This design comes from an exercise in tuning for small area on the open sky130 flow, not from production work.
Function was checked by simulation only, so behaviour that the tests miss may differ from the original.
No activity file was given, so power comes from the tool's default toggle rates.

Setup of sierra:
// gauss_filter_top
module gauss_filter_top
(
  input  logic   clk,
  input  logic   rst,
  input  gauss_pkg::pixel_t pa,
  input  gauss_pkg::pixel_t pb,
  input  gauss_pkg::pixel_t pc,
  input  gauss_pkg::pixel_t pd,
  input  gauss_pkg::pixel_t pe,
  output gauss_pkg::pixel_t p_out
);
For scale: ~840 cells after synthesis, roughly 50 I/O pins.
clock: 5.0 ns
lec_check: 0
cap_margin: 5
core_margin: 2
core_utilization: 70
cts_buf_list: sky130_fd_sc_hd__clkbuf_8
cts_cluster_diameter: 60
cts_cluster_size: 16
gpl_timing_driven: 0
place_density: 0.8
slew_margin: 5
synth_hierarchical: 1
run.sh (not shown) runs the stock make flow with config.mk's settings and CLKGATE_MAP_FILE= SYNTH_SCRIPT=/design/flow/synth_recipe.tcl, a recipe that flattens the netlist after the stock synthesis.
sierra: flow completed, timing, DRC and antenna clean
#### Input delta (quartz over sierra)
- CAP_MARGIN now 20, was 5
- SLEW_MARGIN now 20, was 5
- PLACE_DENSITY now 0.7, was 0.8
- GPL_TIMING_DRIVEN no longer set, was 0
- CORE_UTILIZATION now 55, was 70
[summary]
In terms of combinational cell fraction of total power, quartz and sierra differ only marginally.
Final worst setup slack improves in quartz relative to sierra.
Leakage power (quartz over sierra): increase, 1.3%
Looking at internal power contribution, quartz sits 1.5% higher than sierra does.
quartz ends up with a clock tree buffer count of the final layout that is 1 higher than in sierra.
Inputs modified between quartz and amber:
- PLACE_DENSITY no longer set, was 0.7
- CORE_UTILIZATION now 60, was 55
Notes after the runs:
- amber: full flow OK, the timing, DRC and antenna checks passed
- Diff quartz and amber: total met2 wirelength after detailed routing lower in amber
- Non-clock buffer count up 2 in amber wrt quartz
- Comparing global routing met2 resource utilization for quartz and amber, the smaller number came from quartz.
- Diff quartz -> amber: netlist area before placement saw little to no change, total routed wirelength shows a reduction of 1.5%.

gauss_filter_top, a different RTL version from the one above (not shown whole).
Size: about 790 cells after synthesis, about 310 flip-flops, about 50 I/O pins.
==> flow/config.mk <==
export PLATFORM = sky130hd
export DESIGN_NAME = gauss_filter_top
export DESIGN_NICKNAME = gauss_filter_top
export VERILOG_FILES = /design/flow/design.v
export SDC_FILE = /design/flow/constraint.sdc
export NUM_CORES = 4
export LEC_CHECK = 0
export CAP_MARGIN = 20
export CORE_MARGIN = 2
export CORE_UTILIZATION = 70
export CTS_BUF_LIST = sky130_fd_sc_hd__clkbuf_8
export CTS_CLUSTER_DIAMETER = 60
export CTS_CLUSTER_SIZE = 16
export GPL_TIMING_DRIVEN = 0
export PLACE_DENSITY = 0.8
export SLEW_MARGIN = 20
export SYNTH_HIERARCHICAL = 1
==> flow/constraint.sdc <==
create_clock -name core_clock -period 5.0 [get_ports {clk}]
set_input_delay 1.0000 -clock core_clock [delete_from_list [all_inputs] [get_ports {clk}]]
set_output_delay 1.0000 -clock core_clock [all_outputs]
set_load 0.01 [all_outputs]
standard.sh (not shown) runs the stock make flow with config.mk's settings and CLKGATE_MAP_FILE= SYNTH_SCRIPT=/design/flow/synth_recipe.tcl, a recipe that flattens the netlist after the stock synthesis.
==> flow/flow/run.sh <==
#!/bin/bash
cp standard.sh standard_copy.txt
export BUFFER_PORTS_ARGS="-buffer_cell sky130_fd_sc_hd__buf_1"
export CTS_ARGS="-sink_clustering_enable -repair_clock_nets -dont_use_dummy_load -buf_list sky130_fd_sc_hd__clkbuf_8 -sink_clustering_size 16 -sink_clustering_max_diameter 60"
bash standard.sh finish > standard_flow.log 2>&1
Change:
==> flow/flow/run.sh (replaced) <==
#!/bin/bash
cp standard.sh standard_copy.txt
export BUFFER_PORTS_ARGS="-buffer_cell sky130_fd_sc_hd__buf_1"
bash standard.sh finish > standard_flow.log 2>&1
CTS_CLUSTER_DIAMETER = 70   (was 60)
CTS_CLUSTER_SIZE = 20   (was 16)
After rerunning: The changed run finished with timing, DRC and antenna clean; clock skew fell by 0.0069 ns; count of clock-buffer cells in the layout fell by 3; cell area is about the same; register-to-register slack degrades by 0.02 ns; setup slack degrades by 0.017 ns.
Change:
CTS_BUF_LIST = sky130_fd_sc_hd__clkbuf_16   (was sky130_fd_sc_hd__clkbuf_8)
CTS_CLUSTER_DIAMETER = 80   (was 70)
CTS_CLUSTER_SIZE = 30   (was 20)
Outcome: Non-clock buffer count goes up by 3; combinational power climbs by about 2%; sequential cell count is unchanged; worst hold slack gets better by 0.0040 ns; sequential share of layout area shrinks by 0.43 points.
Change:
CTS_BUF_LIST = sky130_fd_sc_hd__clkbuf_4   (was sky130_fd_sc_hd__clkbuf_16)
CTS_CLUSTER_DIAMETER = 50   (was 80)
CTS_CLUSTER_SIZE = 10   (was 30)
Final area is about the same.
Wire length came out lower slightly.
Count of clock-buffer cells in the layout came out higher by 24.
Worst hold slack got worse by 0.039 ns.
Worst setup slack got worse by 0.019 ns.
Cell count came out higher by a few percent.
Combinational power came out lower slightly.
Global-route usage came out higher by 0.38 points.
Via count came out higher slightly.
Power came out lower slightly.
Change:
==> flow/run.sh (new file) <==
#!/bin/bash
# synth_recipe.tcl (not shown) runs the flow's synth.tcl, then flattens the netlist and writes it again
# the make line also repeats each setting of config.mk as NAME=value (left out here)
make -C /OpenROAD-flow-scripts/flow DESIGN_CONFIG=/design/flow/config.mk WORK_HOME=/design/flow/orfs CLKGATE_MAP_FILE= SYNTH_SCRIPT=/design/flow/synth_recipe.tcl finish
CTS_BUF_LIST = sky130_fd_sc_hd__clkbuf_8   (was sky130_fd_sc_hd__clkbuf_4)
CTS_CLUSTER_DIAMETER = 60   (was 50)
CTS_CLUSTER_SIZE = 16   (was 10)
removed: flow/flow/run.sh
removed: flow/standard.sh
After rerunning: The new run passed the timing, DRC and antenna checks; wire length drops slightly; clock power drops by a few percent; utilization climbs by 1.8 points; worst setup slack is worse by 0.024 ns; power stays flat; synthesized area is unchanged; sequential power hardly moves; global-route usage drops by 0.99 points.

==> port drivers added, routing unchanged <==
The results above use ideal ports. As a check the final layouts listed here were re-extracted and re-timed, cells and wires unchanged.
Step 1 sets driving cells, clkbuf_16 on the clock port and buf_2 on the other inputs (assumed; they add their load-dependent delay and slew).
Step 2 also shifts input and output timing later by t, the mid clock arrival at the registers, as if the neighbouring blocks saw the same clock.
a / b / c = no drivers / after step 1 / after step 2; a / b = the first two.
run | shift t [ns] | setup WS [ns] | clock arrival spread, ns | slew at the worst register clock pin (ns) | cell pins on the clock port's net
sierra | 0.570 | 0.155 / 0.155 / -0.255 | 0.025 / 0.025 | 0.10 / 0.10 | 1
quartz | 0.586 | 0.225 / 0.225 / -0.181 | 0.023 / 0.022 | 0.10 / 0.10 | 1
amber | 0.595 | 0.261 / 0.261 / -0.190 | 0.026 / 0.026 | 0.10 / 0.10 | 1
the first run of note 2 | 0.561 | 0.169 / 0.169 / 0.059 | 0.026 / 0.027 | 0.11 / 0.11 | 1
the second run of note 2 | 0.561 | 0.152 / 0.152 / 0.070 | 0.021 / 0.022 | 0.13 / 0.13 | 1
the third run of note 2 | 0.526 | 0.184 / 0.184 / 0.060 | 0.023 / 0.023 | 0.11 / 0.11 | 1
the fourth run of note 2 | 0.669 | 0.164 / 0.164 / 0.077 | 0.052 / 0.052 | 0.11 / 0.11 | 1
the fifth run of note 2 | 0.577 | 0.140 / 0.140 / -0.215 | 0.018 / 0.018 | 0.10 / 0.10 | 1
Met with ideal ports but missed after step 2: setup timing in sierra, quartz, amber and the fifth run of note 2. For amber, which loses most, drivers alone change the setup slack by 0.000 ns; drivers and shift together by -0.451 ns.
